This is an optimization exercise on Yosys and OpenROAD, whose aim is small area, a short achievable clock period and few clock cycles, not a production implementation. Only simulation tests tie the RTL to the original design; equivalence was not proved.

--- flow/run.sh ---
#!/bin/bash
# synth_recipe.tcl (not shown) runs the flow's synth.tcl, then flattens the netlist and writes it again
# the make line also repeats each setting of config.mk as NAME=value (left out here)
make -C /OpenROAD-flow-scripts/flow DESIGN_CONFIG=/design/flow/config.mk WORK_HOME=/design/flow/orfs CLKGATE_MAP_FILE= SYNTH_SCRIPT=/design/flow/synth_recipe.tcl finish
--- flow/constraint.sdc ---
create_clock -name core_clock -period 10.0 [get_ports {clk}]
set_input_delay 2.0000 -clock core_clock [delete_from_list [all_inputs] [get_ports {clk}]]
set_output_delay 2.0000 -clock core_clock [all_outputs]
set_load 0.01 [all_outputs]
--- flow/design.v ---
package gaag_pkg;
  localparam int DATA_W      = 64;
  localparam int CFG_W       = 64;
  localparam int CFG_IDX_W   = 2;
  localparam int GATHER_AX_W = 3;
  localparam int QUEUE_DEPTH = 2;
  localparam int QPTR_W      = 1;
  localparam int QCNT_W      = 2;
  typedef enum logic [CFG_IDX_W-1:0] {
    CFG_INPUT_SHAPE = 2'd0,
    CFG_INDEX_SHAPE = 2'd1,
    CFG_GATHER_AXIS = 2'd2
  } cfg_reg_t;
  typedef enum logic {
    SG_IDLE = 1'b0,
    SG_RUN  = 1'b1
  } stride_state_t;
  typedef struct packed {
    logic full;
    logic empty;
  } q_status_t;
endpackage
import gaag_pkg::*;
module gaag_stride_gen #(
  parameter int RANK = 4,
  parameter int ASB  = 16
) (
  input  logic                        clk,
  input  logic                        rst_n,
  input  logic                        load,
  input  logic [RANK-1:0][ASB-1:0]    in_size,
  output logic [RANK-1:0][DATA_W-1:0] stride,
  output logic                        busy
);
  localparam int IDX_W = (RANK > 1) ? $clog2(RANK) : 1;
  localparam logic [IDX_W-1:0] LAST_AX = IDX_W'(RANK - 1);
  gaag_pkg::stride_state_t             state_r, state_nxt;
  logic [IDX_W-1:0]          idx_r, idx_nxt;
  logic [DATA_W-1:0]         acc_r, acc_nxt;
  logic [RANK-1:0][DATA_W-1:0] stride_r;
  always_comb begin
    state_nxt = state_r;
    unique case (state_r)
      SG_IDLE: begin
        if (load) state_nxt = SG_RUN;
      end
      SG_RUN: begin
        if (!load && idx_r == '0) state_nxt = SG_IDLE;
      end
      default: state_nxt = SG_IDLE;
    endcase
  end
  always_comb begin
    busy = (state_r == SG_RUN);
  end
  always_comb begin
    idx_nxt = idx_r;
    acc_nxt = acc_r;
    if (load) begin
      idx_nxt = LAST_AX;
      acc_nxt = DATA_W'(1);
    end else if (state_r == SG_RUN) begin
      idx_nxt = idx_r - 1'b1;
      acc_nxt = acc_r * DATA_W'(in_size[idx_r]);
    end
  end
  always_ff @(posedge clk) begin
    if (!rst_n) begin
      state_r <= SG_RUN;
      idx_r   <= LAST_AX;
      acc_r   <= DATA_W'(1);
    end else begin
      state_r <= state_nxt;
      idx_r   <= idx_nxt;
      acc_r   <= acc_nxt;
    end
  end
  always_ff @(posedge clk) begin
    if (state_r == SG_RUN && !load) begin
      stride_r[idx_r] <= acc_r;
    end
  end
  assign stride = stride_r;
endmodule
import gaag_pkg::*;
module gaag_front #(
  parameter int RANK = 4,
  parameter int ASB  = 16
) (
  input  logic                     clk,
  input  logic                     rst_n,
  input  logic                     cfg_we,
  input  logic [CFG_IDX_W-1:0]     cfg_index,
  input  logic [CFG_W-1:0]         cfg_wdata,
  input  logic                     in_tvalid,
  output logic                     in_tready,
  input  logic [DATA_W-1:0]        in_tdata,
  input  logic                     space_ok,
  output logic                     push,
  output logic [RANK-1:0][ASB-1:0] push_coord,
  output logic [DATA_W-1:0]        push_dest,
  output logic                     push_last,
  output logic [RANK-1:0][ASB-1:0] in_size,
  output logic                     shape_load
);
  localparam int AX_W = (RANK > 1) ? $clog2(RANK) : 1;
  logic [CFG_W-1:0]               input_shape_r;
  logic [CFG_W-1:0]               index_shape_r;
  logic signed [GATHER_AX_W-1:0]  gather_axis_r;
  logic [RANK-1:0][ASB-1:0]       coord_r, coord_nxt;
  logic [DATA_W-1:0]              count_r, count_nxt;
  logic [RANK-1:0][ASB-1:0]       idx_size;
  logic                           cfg_hit;
  logic                           accept;
  logic [AX_W-1:0]                axis;
  logic [ASB-1:0]                 gsize;
  logic [ASB-1:0]                 norm_idx;
  logic                           last;
  for (genvar g = 0; g < RANK; g++) begin : g_size
    if (ASB * g < CFG_W) begin : g_in_reg
      logic [CFG_W-1:0] in_sh, ix_sh;
      assign in_sh = input_shape_r >> (ASB * g);
      assign ix_sh = index_shape_r >> (ASB * g);
      assign in_size[g]  = (in_sh[ASB-1:0] == '0) ? ASB'(1) : in_sh[ASB-1:0];
      assign idx_size[g] = (ix_sh[ASB-1:0] == '0) ? ASB'(1) : ix_sh[ASB-1:0];
    end else begin : g_above
      assign in_size[g]  = ASB'(1);
      assign idx_size[g] = ASB'(1);
    end
  end
  always_comb begin
    cfg_hit    = 1'b0;
    shape_load = 1'b0;
    if (cfg_we) begin
      unique case (cfg_index)
        CFG_INPUT_SHAPE: begin
          cfg_hit    = 1'b1;
          shape_load = 1'b1;
        end
        CFG_INDEX_SHAPE: cfg_hit = 1'b1;
        CFG_GATHER_AXIS: cfg_hit = 1'b1;
        default:         cfg_hit = 1'b0;
      endcase
    end
  end
  always_ff @(posedge clk) begin
    if (!rst_n) begin
      input_shape_r <= CFG_W'(64'h0001_0001_0001_0001);
      index_shape_r <= CFG_W'(64'h0001_0001_0001_0001);
      gather_axis_r <= '0;
    end else if (cfg_we) begin
      if (cfg_index == CFG_INPUT_SHAPE) input_shape_r <= cfg_wdata;
      if (cfg_index == CFG_INDEX_SHAPE) index_shape_r <= cfg_wdata;
      if (cfg_index == CFG_GATHER_AXIS) gather_axis_r <= cfg_wdata[GATHER_AX_W-1:0];
    end
  end
  always_comb begin
    int a;
    a = int'(gather_axis_r);
    if (a < 0) a = a + RANK;
    if (a < 0) a = 0;
    if (a > RANK - 1) a = RANK - 1;
    axis = AX_W'(a);
  end
  assign gsize = in_size[axis];
  always_comb begin
    logic [DATA_W-1:0] sz, mag, diff;
    sz   = DATA_W'(gsize);
    mag  = DATA_W'(0) - in_tdata;
    diff = sz - mag;
    if (in_tdata[DATA_W-1]) begin
      norm_idx = (mag >= sz) ? '0 : diff[ASB-1:0];
    end else begin
      norm_idx = (in_tdata >= sz) ? (gsize - 1'b1) : in_tdata[ASB-1:0];
    end
  end
  always_comb begin
    last = 1'b1;
    for (int i = 0; i < RANK; i++) begin
      push_coord[i] = (AX_W'(i) == axis) ? norm_idx : coord_r[i];
      if ({1'b0, coord_r[i]} + 1'b1 < {1'b0, idx_size[i]}) last = 1'b0;
    end
  end
  always_comb begin
    logic             carry;
    logic [ASB:0]     nc;
    coord_nxt = coord_r;
    count_nxt = count_r;
    carry     = 1'b1;
    nc        = '0;
    if (cfg_hit || (accept && last)) begin
      coord_nxt = '0;
      count_nxt = '0;
    end else if (accept) begin
      count_nxt = count_r + 1'b1;
      for (int i = RANK - 1; i >= 0; i--) begin
        nc = {1'b0, coord_r[i]} + 1'b1;
        if (carry) begin
          if (nc >= {1'b0, idx_size[i]}) begin
            coord_nxt[i] = '0;
          end else begin
            coord_nxt[i] = nc[ASB-1:0];
            carry        = 1'b0;
          end
        end
      end
    end
  end
  always_ff @(posedge clk) begin
    if (!rst_n) begin
      coord_r <= '0;
      count_r <= '0;
    end else begin
      coord_r <= coord_nxt;
      count_r <= count_nxt;
    end
  end
  assign in_tready = space_ok;
  assign accept    = in_tvalid && space_ok;
  assign push      = accept;
  assign push_dest = count_r;
  assign push_last = last;
endmodule
import gaag_pkg::*;
module gaag_queue #(
  parameter int EW = 130
) (
  input  logic          clk,
  input  logic          rst_n,
  input  logic          push,
  input  logic [EW-1:0] din,
  input  logic          pop,
  output logic [EW-1:0] dout,
  output gaag_pkg::q_status_t     status
);
  logic [EW-1:0]     mem_r [QUEUE_DEPTH];
  logic [QPTR_W-1:0] wr_ptr_r, rd_ptr_r;
  logic [QCNT_W-1:0] count_r;
  always_ff @(posedge clk) begin
    if (push) mem_r[wr_ptr_r] <= din;
  end
  always_ff @(posedge clk) begin
    if (!rst_n) begin
      wr_ptr_r <= '0;
      rd_ptr_r <= '0;
      count_r  <= '0;
    end else begin
      if (push) wr_ptr_r <= wr_ptr_r + 1'b1;
      if (pop)  rd_ptr_r <= rd_ptr_r + 1'b1;
      if (push && !pop)      count_r <= count_r + 1'b1;
      else if (pop && !push) count_r <= count_r - 1'b1;
    end
  end
  assign dout         = mem_r[rd_ptr_r];
  assign status.full  = (count_r == QCNT_W'(QUEUE_DEPTH));
  assign status.empty = (count_r == '0);
endmodule
import gaag_pkg::*;
module gaag_back #(
  parameter int RANK = 4,
  parameter int ASB  = 16
) (
  input  logic                        clk,
  input  logic                        rst_n,
  input  gaag_pkg::q_status_t                   q_status,
  input  logic [RANK-1:0][ASB-1:0]    head_coord,
  input  logic [DATA_W-1:0]           head_dest,
  input  logic                        head_last,
  output logic                        pop,
  input  logic [RANK-1:0][DATA_W-1:0] stride,
  output logic                        out_tvalid,
  input  logic                        out_tready,
  output logic [2*DATA_W-1:0]         out_tdata,
  output logic                        out_tlast
);
  localparam int NP = (RANK + 1) / 2;
  logic                        en;
  logic                        p_valid_r, h_valid_r, out_valid_r;
  logic [RANK-1:0][DATA_W-1:0] prod_r;
  logic [NP-1:0][DATA_W-1:0]   half_nxt, half_r;
  logic [DATA_W-1:0]           p_dest_r, h_dest_r, out_dest_r;
  logic                        p_last_r, h_last_r, out_last_r;
  logic [DATA_W-1:0]           sum_nxt, out_src_r;
  assign en  = !out_valid_r || out_tready;
  assign pop = en && !q_status.empty;
  always_ff @(posedge clk) begin
    if (!rst_n) begin
      p_valid_r   <= 1'b0;
      h_valid_r   <= 1'b0;
      out_valid_r <= 1'b0;
    end else if (en) begin
      p_valid_r   <= pop;
      h_valid_r   <= p_valid_r;
      out_valid_r <= h_valid_r;
    end
  end
  always_ff @(posedge clk) begin
    if (en) begin
      for (int i = 0; i < RANK; i++) begin
        prod_r[i] <= stride[i] * DATA_W'(head_coord[i]);
      end
      p_dest_r <= head_dest;
      p_last_r <= head_last;
    end
  end
  for (genvar k = 0; k < NP; k++) begin : g_pair
    if (2 * k + 1 < RANK) begin : g_two
      assign half_nxt[k] = prod_r[2*k] + prod_r[2*k+1];
    end else begin : g_one
      assign half_nxt[k] = prod_r[2*k];
    end
  end
  always_ff @(posedge clk) begin
    if (en) begin
      half_r   <= half_nxt;
      h_dest_r <= p_dest_r;
      h_last_r <= p_last_r;
    end
  end
  always_comb begin
    sum_nxt = '0;
    for (int k = 0; k < NP; k++) begin
      sum_nxt = sum_nxt + half_r[k];
    end
  end
  always_ff @(posedge clk) begin
    if (en) begin
      out_src_r  <= sum_nxt;
      out_dest_r <= h_dest_r;
      out_last_r <= h_last_r;
    end
  end
  assign out_tvalid = out_valid_r;
  assign out_tdata  = {out_dest_r, out_src_r};
  assign out_tlast  = out_last_r;
endmodule
import gaag_pkg::*;
module gather_along_axis_address_gen #(
  parameter int RANK           = 4,
  parameter int AXIS_SIZE_BITS = 16
) (
  input  logic                  clk,
  input  logic                  rst_n,
  input  logic                  cfg_we,
  input  logic [CFG_IDX_W-1:0]  cfg_index,
  input  logic [CFG_W-1:0]      cfg_wdata,
  input  logic                  in_tvalid,
  output logic                  in_tready,
  input  logic [DATA_W-1:0]     in_tdata,    
  output logic                  out_tvalid,
  input  logic                  out_tready,
  output logic [2*DATA_W-1:0]   out_tdata,   
  output logic                  out_tlast
);
  localparam int ASB = AXIS_SIZE_BITS;
  localparam int EW  = RANK * ASB + DATA_W + 1;
  logic                        shape_load;
  logic                        stride_busy;
  logic [RANK-1:0][ASB-1:0]    in_size;
  logic [RANK-1:0][DATA_W-1:0] stride;
  logic                        push, pop;
  logic [RANK-1:0][ASB-1:0]    push_coord, head_coord;
  logic [DATA_W-1:0]           push_dest, head_dest;
  logic                        push_last, head_last;
  logic [EW-1:0]               q_din, q_dout;
  gaag_pkg::q_status_t                   q_status;
  logic                        space_ok;
  assign space_ok = !q_status.full && !stride_busy;
  gaag_front #(.RANK(RANK), .ASB(ASB)) u_front (
    .clk        (clk),
    .rst_n      (rst_n),
    .cfg_we     (cfg_we),
    .cfg_index  (cfg_index),
    .cfg_wdata  (cfg_wdata),
    .in_tvalid  (in_tvalid),
    .in_tready  (in_tready),
    .in_tdata   (in_tdata),
    .space_ok   (space_ok),
    .push       (push),
    .push_coord (push_coord),
    .push_dest  (push_dest),
    .push_last  (push_last),
    .in_size    (in_size),
    .shape_load (shape_load)
  );
  gaag_stride_gen #(.RANK(RANK), .ASB(ASB)) u_stride (
    .clk     (clk),
    .rst_n   (rst_n),
    .load    (shape_load),
    .in_size (in_size),
    .stride  (stride),
    .busy    (stride_busy)
  );
  assign q_din = {push_last, push_dest, push_coord};
  assign {head_last, head_dest, head_coord} = q_dout;
  gaag_queue #(.EW(EW)) u_queue (
    .clk    (clk),
    .rst_n  (rst_n),
    .push   (push),
    .din    (q_din),
    .pop    (pop),
    .dout   (q_dout),
    .status (q_status)
  );
  gaag_back #(.RANK(RANK), .ASB(ASB)) u_back (
    .clk        (clk),
    .rst_n      (rst_n),
    .q_status   (q_status),
    .head_coord (head_coord),
    .head_dest  (head_dest),
    .head_last  (head_last),
    .pop        (pop),
    .stride     (stride),
    .out_tvalid (out_tvalid),
    .out_tready (out_tready),
    .out_tdata  (out_tdata),
    .out_tlast  (out_tlast)
  );
endmodule
--- flow/config.mk ---
export PLATFORM = sky130hd
export DESIGN_NAME = gather_along_axis_address_gen
export DESIGN_NICKNAME = gather_along_axis_address_gen
export VERILOG_FILES = /design/flow/design.v
export SDC_FILE = /design/flow/constraint.sdc
export NUM_CORES = 4
export LEC_CHECK = 0
export CAP_MARGIN = 20
export CORE_MARGIN = 2
export CORE_UTILIZATION = 40
export SLEW_MARGIN = 20
==> summary.txt <==
layer usage:
| layer | track usage (%) | wire (um) | vias to the layer above |
|---|---|---|---|
| met3 | 5.74 | 56100 | 1302 |
| li1 | - | - | 63900 |
| met4 | 13.3 | 39900 | 36 |
| met1 | 32.4 | 247000 | 74900 |
| met5 | 0 | 249 | - |
| met2 | 39.3 | 279000 | 5912 |
final timing paths:
path	from	to	slack (ps)
worst max-delay path	flop	u_back.prod_r[186]	470
worst min-delay path	u_back.h_dest_r[16]	u_back.out_dest_r[16]	380
worst max register to register	flop	u_back.prod_r[186]	470
worst min register to register	u_back.h_dest_r[16]	u_back.out_dest_r[16]	380
state kept, by name, indices dropped and copies added (netlist names), 128 cells and up, named ones only:
name and flops:
u_back.half_r 128, u_back.prod_r 256, u_queue.mem_r 258, u_stride.stride_r 256
layout by cell type (no fill, tap or decap), types with 315 or more instances in the layout:
master | synthesis | final
fa_1 | 3764 | 3764
inv_1 | 3783 | 3782
and2_1 | 743 | 742
nand2_1 | 4103 | 4102
ha_1 | 796 | 792
buf_4 | 2 | 325
nor2_1 | 1163 | 1160
a21oi_1 | 614 | 614
xnor2_1 | 504 | 504
a21o_1 | 315 | 315
edfxtp_1 | 1157 | 1157
dfxtp_1 | 333 | 321
o21ai_0 | 604 | 600
per-stage QoR:
stage,setup slack [ps],utilization [%]
floorplan,-2740,-
global placement,586,42.1
detailed placement,516,42.1
CTS,370,43.4
global route,23.6,43.4
finish,466,43.4
logic make-up after synthesis:
group / Yosys count
flops: 1490
xor+xnor: 758
compound gates: 2258
mux: 219
fa+ha+maj: 4560
simple gates: 6833
buf+inv: 4861
worst max-delay path: cells and delay by family (launching register included):
kind | cells | cell delay, ps
xor gates and xnor gates | 1 | 160
buffers and inverters | 3 | 690
muxes | 1 | 570
adders and majority gates | 7 | 3470
DFF | 1 | 770
AOI/OAI and AO/OA | 8 | 2350
and+or+nand+nor | 4 | 1170
area by class of cell:
| class | instances | share of cell area (%) |
|---|---|---|
| tap | 6500 | 3.80 |
| antenna | 31 | 0.0362 |
| inverter | 3783 | 6.63 |
| multi-input combinational | 14600 | 64.7 |
| sequential | 1490 | 19.3 |
| timing repair buffer | 610 | 2.57 |
| clock buffer | 238 | 2.34 |
| clock inverter | 99 | 0.588 |
==> flow_summary.yaml <==
outcome:
  outcome: "complete, no violations"
place:
  placed_area_um2: 208000
  dp_hpwl_um: 494000
  io_buffers: 265
  place_congestion: 0.984
  place_inst: 27000
critical_path:
  critPathCaptureType: "flop"
  crit_fanout: 26
  crit_slowest_cell: "dfxtp_4"
  cpMostUsedCell: "fa_1"
  path_cells: "buf_4 > buf_4 > mux2_2 > nand2_1 > fa_1 > fa_1 > fa_1 > fa_1 > fa_1 > inv_1 > fa_1 > ha_1 > nand3_1 > or3_1 > or3_1 > o211ai_1 > a31oi_1 > o31ai_1 > o21ai_0 > o22ai_1 > o2111ai_1 > a21boi_0 > a41oi_1 > xnor2_1"
  critPathKind: "reg2reg"
  reg2regPathDepth: 24
  arrival_ps: 10160
  critPathLaunchType: "flop"
  critPathMaxStageDelay_ps: 770
  cp.required_ps: 10630
logic_synthesis:
  synth_top_family_by_area: "adder cells"
  synthXorXnorAreaFrac_pct: 3.35
  synth_seq_cells: 1490
  yosys_most_used_dff: "edfxtp_1"
  synth-edff-count: 1157
  synth_compound_area_share_pct: 7.11
  yosys_warnings: 4
  netlist_area_um2: 198000
  yosys.area.top_type_share_pct: 38.1
  syn_nets: 25700
  avgSynthCellArea_um2: 9.43
  synth_fa_ha_area_share_pct: 43.1
  synth_area_leaders: "fa_1 (38%), edfxtp_1 (18%), nand2_1 (7.8%), inv_1 (7.2%), ha_1 (5.0%)"
  yosysTopAreaCell: "fa_1"
  synthArstFlopShare_pct: 0
  synth.distinct_cells: 90
  synth.most_common_cell: "nand2_1"
  synthTopCellsByCount: "nand2_1 (4103), inv_1 (3783), fa_1 (3764), nor2_1 (1163), edfxtp_1 (1157)"
  yosysSeqAreaShare_pct: 20.9
  synthMuxAreaShare_pct: 1.38
  synthCells: 21000
  synth-simple-area-share_pct: 14.9
detailed_routing:
  drt_drc_violations_left: 0
  vias: 146000
  first_pass_iters: 6
  vias_per_cell: 5.34
  routed_wl_um: 622000
  ant_nets: 0
  routedWlPerCell_um: 22.7
  drt-initial-drc-count: 12000
die:
  initial_core_util_pct: 40.1
  die_area_um2: 500000
  dieWidth_um: 707
  dieHeight_um: 707
  ios: 266
  design.core.area_um2: 493000
  num_rows: 258
timing:
  max_slew_margin_pct: 14.5
  fmax_ghz: 0.105
  tns_ps: 0
  hold_ws_ps: 385
  worst_slew_pin_slew_ps: 1280
  period_needed_ps: 9530
  timing_hold_violations_final: 0
  finClkSkew_ps: 101
  rsz0062_at_grt: "no"
  period_share_pct: 95.3
  maxSlewViolCount: 0
  setup_violations: 0
cells_and_area:
  layout.nets: 25400
  area_growth_pct: 8.20
  drive_gt1_share_pct: 4.32
  layout.cells.non_filler: 27400
  multi_input_area_um2: 139000
  design_area_um2: 214000
  register_area_um2: 41400
  fill_cells: 47700
clocking:
  insertion_delay_ps: 950
  cts_setup_buffers: 0
  cts.clk_slew.worst_paths_ps: 60
  htree_levels: 4
  clk_root_buffer_cell: "clkbuf_16"
  cts_made_buffers: 183
  postCtsHoldBufs: 0
  cts_sinks: 1490
  cts_tree: "yes"
  cts_resized: 0
  cts_buffer_depth: 4
global_route:
  grt_pass1_wl_um: 952000
  grt_use_total_pct: 25.1
  grt-ovfl-total: 0
  grt_pass1_vias: 153000
  grt_max_degree: 155
  antenna_found_initial: 52
run:
  maxCapViolCount: 0
hold_path:
  holdPathStages: 0
  worst_hold_path_type: "reg2reg"
Testbench counts, summed over its fixed seeds: cycles 11,170.

==> static timing again, ports no longer ideal <==
The flow's constraints put no driver on any port. The routed layout listed below was extracted and timed again, unchanged, in two steps.
Step 1: set_driving_cell puts a clkbuf_16 on clk and a buf_2 on each other input, an assumption about the parent block.
Step 2 adds t to the input delays and takes it off the output delays; t is the mean of the earliest and latest rising clock arrival at the registers after step 1. Input paths then give back, and output paths get back, about the clock's delay inside the block.
Slacks: ideal / step 1 / step 2; pairs: ideal / step 1.
shift t [ns]: 1.027
slack for setup (ns): 0.466 / 0.466 / 0.466
worst setup path after step 2: register to register
latest minus earliest clock arrival (ns): 0.114 / 0.114
cell pins on the clock port's net: 1
After both steps setup and hold are still met in this run. The setup slack of this run moves by 0.000 ns with the drivers and by 0.000 ns with both steps.
